Context: an optimization exercise on an open-source flow, tuned for small area, a short achievable clock period and few clock cycles. The choices shown serve that exercise and are no tape-out recipe. RTL that was checked went through simulation tests only; none was proved equivalent to the original.

Setup of job 1692:
// integer_to_padded_ascii
module integer_to_padded_ascii #(
  parameter int MAX_FIELD  = itap_pkg::DEF_MAX_FIELD,
  parameter int VALUE_BITS = itap_pkg::DEF_VALUE_BITS
) (
  input  logic                             clk_i,
  input  logic                             rst_ni,
  input  logic                             s_axis_tvalid,
  output logic                             s_axis_tready,
  input  logic [itap_pkg::IN_TDATA_W-1:0]  s_axis_tdata,
  input  logic [itap_pkg::IN_TUSER_W-1:0]  s_axis_tuser,
  output logic                             m_axis_tvalid,
  input  logic                             m_axis_tready,
  output logic [itap_pkg::OUT_TDATA_W-1:0] m_axis_tdata,
  output logic                             m_axis_tlast
);
  function automatic logic [2:0] enc_q(input logic [2:0] q);
    case (q)
      3'd0: enc_q = 3'd0;
      3'd1: enc_q = 3'd1;
      3'd2: enc_q = 3'd2;
      3'd3: enc_q = 3'd3;
      3'd4: enc_q = 3'd7;
  ...
Size: roughly 2400 cells after synthesis, ~110 I/O pins.
clock: 8.0 ns
lec_check: 0
abc_area: 1
cap_margin: 20
core_margin: 2
core_utilization: 40
cts_cluster_diameter: 80
cts_cluster_size: 22
slew_margin: 20
standard.sh (not shown) runs the stock make flow with config.mk's settings and CLKGATE_MAP_FILE= SYNTH_SCRIPT=/design/flow/synth_recipe.tcl, a recipe that flattens the netlist after the stock synthesis.
==> flow/flow/run.sh <==
#!/bin/bash
# The standard layout (the standard.sh, unchanged synthesis) with two
# changes to how the layout is optimised: the port buffers are plain
# buf_2 cells instead of the delay-cell default, and timing repair aims for a
# larger setup margin. Each make run logs to a file of its own here.
set -euo pipefail
export BUFFER_PORTS_ARGS="-buffer_cell sky130_fd_sc_hd__buf_2"
export SETUP_SLACK_MARGIN="${FLOW_SETUP_MARGIN:-5.0}"
bash standard.sh synth > make_synth.log 2>&1
bash standard.sh finish > make_finish.log 2>&1
Testbench counts of job 1692, summed over its fixed seeds: cycles 13,131.
What job 5011 does differently from job 1692 at the input level:
Settings: CTS_CLUSTER_DIAMETER: 80 -> unset; TNS_END_PERCENT: unset -> 30; CTS_CLUSTER_SIZE: 22 -> unset.
### Flow results
Job 5011 completed end to end with timing, DRC and antenna clean.
For growth of design area from synthesis to finish, job 5011 and job 1692 come out practically identical.
Job 5011 vs job 1692, non-clock buffer total of the final layout went down by 16.
acc[59]$_DFFE_PP_ as the capture point of the worst path was reported by job 5011, and q_g[0]$_DFF_P_ by job 1692.
Job 5011 against job 1692: global-route usage over all layers neither gained nor lost much, sequential share of layout area now sits at about the same level, total length of routed met3 wires moved up.
The number of gates given a new drive strength after cts in job 1692 is 0.75 times that in job 5011.
## Diff of input files: job 2838 against job 5011
Settings: CTS_CLUSTER_DIAMETER: unset -> 100; TNS_END_PERCENT: 30 -> unset; CTS_CLUSTER_SIZE: unset -> 30.
Notes after the runs:
Number of multi-input combinational cells in the layout across job 2838 and job 5011: no real change.
The layout-stage area growth over the synthesis result in job 2838 was lower than what job 5011 gave.
In the flow results for job 2838 and job 5011, the initial antenna violation count is smaller on job 5011.
Number of detailed-route iterations in the first pass was lower in the run labelled job 5011.
Job 2838 vs job 5011 on register clock-pin slew on the reported worst setup and hold paths: job 2838 is the higher one.
Across both runs, worst reg-to-reg setup slack was higher for job 2838 than for job 5011.
For job 8562, these inputs were changed with respect to job 2838:
Settings: clearing CTS_CLUSTER_DIAMETER, which used to be 100; clearing CTS_CLUSTER_SIZE, which used to be 30.
==> run notes <==
No stage failed in job 8562, and the final checks on the layout all came back clean. In job 8562, sequential portion of the cell area is lower than in job 2838. Time the worst path needs with I/O delays and setup: job 8562 vs job 2838 down 0.052 ns. On job 8562: number of fillers in the final layout is 55 lower than what job 2838 gave. Launch point of the critical path = s_axis_tuser[0]: job 2838; launch point of the critical path = acc[6]$_DFFE_PP_: job 8562. Worst hold slack delta (job 8562 − job 2838): unfavourable. Re number of non-clock inverters: no difference whatsoever between job 8562 and job 2838. Against job 2838, job 8562 comes in 1.8% higher on achievable clock frequency.
### job 8562 -> job 9373
==> flow/flow/run.sh <==
#!/bin/bash
# The standard layout (the standard.sh, its synthesis unchanged) with two
# changes to how the layout is optimised: the port buffers are plain buf_2
# cells instead of the delay-cell buffers the standard flow picks, and timing
# repair aims for a 5 ns setup margin (period 3 ns at the 8 ns clock). Each
# make run logs to a file of its own here.
set -euo pipefail
export BUFFER_PORTS_ARGS="-buffer_cell sky130_fd_sc_hd__buf_2"
export SETUP_SLACK_MARGIN="${FLOW_SETUP_MARGIN:-5.0}"
bash standard.sh synth > make_synth.log 2>&1
bash standard.sh finish > make_finish.log 2>&1
Results
Comparing job 9373 against job 8562, there is no change at all in sequential cell count.
Reported for job 9373 and job 8562, via count turned out identical to the last digit.
Number of placed I/O pins across job 9373 and job 8562: no real change.

========
== P ==
integer_to_padded_ascii, a different RTL version from the one above (not shown whole).
Size in the first run: ~250 flip-flops, about 110 I/O pins, ~18,000 µm² of cells after synthesis.
export LEC_CHECK = 0
export ABC_AREA = 1
export CAP_MARGIN = 20
export CORE_MARGIN = 2
export CORE_UTILIZATION = 40
export SETUP_SLACK_MARGIN = 4.5
export SLEW_MARGIN = 20
create_clock -name core_clock -period 8.0 [get_ports {clk_i}]
run.sh (not shown) runs the stock make flow with config.mk's settings and CLKGATE_MAP_FILE= SYNTH_SCRIPT=/design/flow/synth_recipe.tcl, a recipe that flattens the netlist after the stock synthesis.
Stock flow here: none of the scripts above is used.
P did not stop at any stage, and its layout met the timing, design-rule and antenna checks.
> inputs changed (P -> Q)
Settings: SETUP_SLACK_MARGIN: 4.5 -> unset.
### Flow results
Max freq P -> Q: degraded. Compared with P, in Q required time at the worst-slack endpoint picked up an extra 50 ps, count of clock-buffer cells in the layout picked up an extra 3, worst hold path cell count neither gained nor lost much, routed wire length lost about 3.8%. Number of ports placed on the die boundary: P vs Q identical. Worst slack on hold paths for Q: 3.8 ps down relative to P.
No run of this note included a check of the RTL's function; only the layout flow was run.

========
Setup of build 52:
integer_to_padded_ascii, a different RTL version from the one above (not shown whole).
Size: ~270 flip-flops, about 110 I/O pins, about 0.018 mm2 of cells after synthesis.
Settings: LEC_CHECK=0, ABC_AREA=1, CAP_MARGIN=20, CORE_MARGIN=2, CORE_UTILIZATION=40, SLEW_MARGIN=20; clock period 8.0 ns.
standard.sh (not shown) runs the stock make flow with config.mk's settings and CLKGATE_MAP_FILE= SYNTH_SCRIPT=/design/flow/synth_recipe.tcl, a recipe that flattens the netlist after the stock synthesis.
==> flow/flow/run.sh <==
#!/bin/bash
# The standard layout (the standard.sh, unchanged synthesis) with two
# changes to how the layout is optimised: the port buffers are plain
# buf_2 cells instead of the delay-cell default, and timing repair aims for a
# larger setup margin. Each make run logs to a file of its own here.
set -euo pipefail
export BUFFER_PORTS_ARGS="-buffer_cell sky130_fd_sc_hd__buf_2"
export SETUP_SLACK_MARGIN="${FLOW_SETUP_MARGIN:-5.3}"
bash standard.sh synth > make_synth.log 2>&1
bash standard.sh finish > make_finish.log 2>&1
Testbench counts of build 52, summed over its fixed seeds: cycles 13,131.
#### Input delta (build 5 over build 52)
-- flow/flow/run.sh --
<<< build 52, line 7
export BUFFER_PORTS_ARGS="-buffer_cell sky130_fd_sc_hd__buf_2"
export SETUP_SLACK_MARGIN="${FLOW_SETUP_MARGIN:-5.3}"
bash standard.sh synth > make_synth.log 2>&1
>>> build 5, line 7
export BUFFER_PORTS_ARGS="-buffer_cell sky130_fd_sc_hd__buf_2"
export SETUP_SLACK_MARGIN="${FLOW_SETUP_MARGIN:-4.7}"
bash standard.sh synth > make_synth.log 2>&1
In the tables for build 5 and build 52, setup slack at placement reads lower with build 5. Build 5 ends up with lower global-route usage than build 52 does. Final-layout fill cell count ended up 171 higher on build 5 than on build 52. Final area in build 5 vs build 52: down 8.6%. Final period demand of the worst path for build 5: 0.33 ns up relative to build 52. Compared with build 52, build 5 shows synthesis-to-finish area growth lower by 11 points.
Relative to build 5, the following input files were edited for build 71:
Settings: CORE_UTILIZATION now 60, was 40; PLACE_DENSITY now 0.7, previously not set.
-- flow/flow/run.sh --
<<< build 5, line 7
export BUFFER_PORTS_ARGS="-buffer_cell sky130_fd_sc_hd__buf_2"
export SETUP_SLACK_MARGIN="${FLOW_SETUP_MARGIN:-4.7}"
bash standard.sh synth > make_synth.log 2>&1
>>> build 71, line 7
export BUFFER_PORTS_ARGS="-buffer_cell sky130_fd_sc_hd__buf_2"
export SETUP_SLACK_MARGIN="${FLOW_SETUP_MARGIN:-5.0}"
bash standard.sh synth > make_synth.log 2>&1
Non-clock buffer count in build 71 vs build 5: up 38%. [compare] base=build 5 new=build 71: worst setup slack after placement went up, number of gates resized after CTS went up. The run with more setup slack is build 71; build 5 has less. Build 71 against build 5: starting utilization of the core area now larger, growth of design area from synthesis to finish now larger.
## Diff of input files: build 35 against build 71
Settings: CORE_UTILIZATION now 40, was 60; PLACE_DENSITY no longer set, was 0.7.
--- outcome ---
Against build 71, vias after detailed routing in build 35 fell by a few percent.
Relative to build 71, total of plain and repair buffers excluding clock buffers has gone up in build 35.
Summary of build 35 over build 71: adder-cell share of the synthesized area shows no meaningful change; number of instances in the placed design up 213; worst hold slack did not really move; area overhead of the layout relative to synthesis higher.
The fmax of build 35 and that of build 71 are within noise of each other.
Having completed the whole flow, build 35 delivered a layout that passed the timing, design-rule and antenna checks.

========
== 01-13 ==
integer_to_padded_ascii, a different RTL version from the one above (not shown whole).
For scale: ~2,300 cells after synthesis, ~270 flip-flops, about 110 I/O pins, ~18,000 um2 of cells after synthesis.
==> flow/config.mk <==
export PLATFORM = sky130hd
export DESIGN_NAME = integer_to_padded_ascii
export DESIGN_NICKNAME = integer_to_padded_ascii
export VERILOG_FILES = /design/flow/design.v
export SDC_FILE = /design/flow/constraint.sdc
export NUM_CORES = 4
export LEC_CHECK = 0
export ABC_AREA = 1
export CAP_MARGIN = 20
export CORE_MARGIN = 2
export CORE_UTILIZATION = 40
export CTS_BUF_LIST = sky130_fd_sc_hd__clkbuf_4 sky130_fd_sc_hd__clkbuf_8
export CTS_CLUSTER_SIZE = 20
export SLEW_MARGIN = 20
==> flow/constraint.sdc <==
create_clock -name core_clock -period 8.0 [get_ports {clk_i}]
set_input_delay 1.6000 -clock core_clock [delete_from_list [all_inputs] [get_ports {clk_i}]]
set_output_delay 1.6000 -clock core_clock [all_outputs]
set_load 0.01 [all_outputs]
==> flow/flow/run.sh <==
#!/bin/bash
# The standard layout (the standard.sh, unchanged synthesis) with two
# changes to how the layout is optimised: the port buffers are plain
# buf_2 cells instead of the delay-cell default, and timing repair aims for a
# larger setup margin. Each make run logs to a file of its own here.
set -euo pipefail
export BUFFER_PORTS_ARGS="-buffer_cell sky130_fd_sc_hd__buf_2"
export SETUP_SLACK_MARGIN="${FLOW_SETUP_MARGIN:-5.0}"
bash standard.sh synth > make_synth.log 2>&1
bash standard.sh finish > make_finish.log 2>&1
Edits applied to the flow inputs when going from 01-13 to 01-19:
diff --git a/flow/config.mk b/flow/config.mk
--- a/flow/config.mk
+++ b/flow/config.mk
@@ -12,2 +11,0 @@
-export CTS_BUF_LIST = sky130_fd_sc_hd__clkbuf_4 sky130_fd_sc_hd__clkbuf_8
-export CTS_CLUSTER_SIZE = 20
Compared with 01-13, in 01-19 met1 usage in global routing grew by 0.24 points; post-detailed-routing wire length saw a decrease; number of vias per cell went up 0.71%.
Area growth from synthesis to layout: 01-19 vs 01-13 up 0.17 points
01-19 gives less period utilization than 01-13 did.
01-13 -> 01-19: hold path depth delta 0, exact match
Worst hold slack after final layout (lower): 01-13
No functional check of the RTL was part of any run of this note.

## re-timing with driven ports
How much do the figures lean on ideal ports? The routed layouts below were timed once more, with nothing changed but the port constraints.
Step 1 assumes that a clkbuf_16 drives the clock port and a buf_2 every other input.
Step 2 also shifts input and output timing later by t, the mid clock arrival at the registers, as if the neighbouring blocks saw the same clock.
Three values: no drivers, after step 1, after step 2; two values: the first two.
run	t, ns	setup slack, ns	clock arrival spread, ns	worst slew at a driven data input, ns
job 1692	0.568	5.059 / 5.084 / 4.517	0.025 / 0.025	0.06
job 5011	0.617	4.893 / 4.926 / 4.309	0.037 / 0.038	0.03
job 2838	0.560	5.066 / 5.090 / 4.530	0.036 / 0.036	0.05
job 8562	0.638	5.117 / 5.117 / 4.520	0.014 / 0.014	0.04
job 9373	0.638	5.117 / 5.117 / 4.520	0.014 / 0.014	0.04
P	0.626	4.602 / 4.625 / 4.006	0.028 / 0.028	0.05
Q	0.617	3.208 / 3.208 / 3.162	0.019 / 0.019	0.05
build 52	0.622	5.181 / 5.181 / 4.694	0.023 / 0.024	0.05
build 5	0.617	4.851 / 4.851 / 4.292	0.012 / 0.012	0.04
build 71	0.619	5.068 / 5.068 / 4.488	0.015 / 0.015	0.04
build 35	0.623	5.062 / 5.062 / 4.514	0.020 / 0.020	0.04
01-13	0.635	4.883 / 4.912 / 4.277	0.032 / 0.032	0.06
01-19	0.619	4.924 / 4.947 / 4.327	0.015 / 0.015	0.07
After both steps every run listed still meets setup and hold. The setup slack of 01-13, which loses most, moves by +0.029 ns with the drivers and by -0.606 ns with both steps.
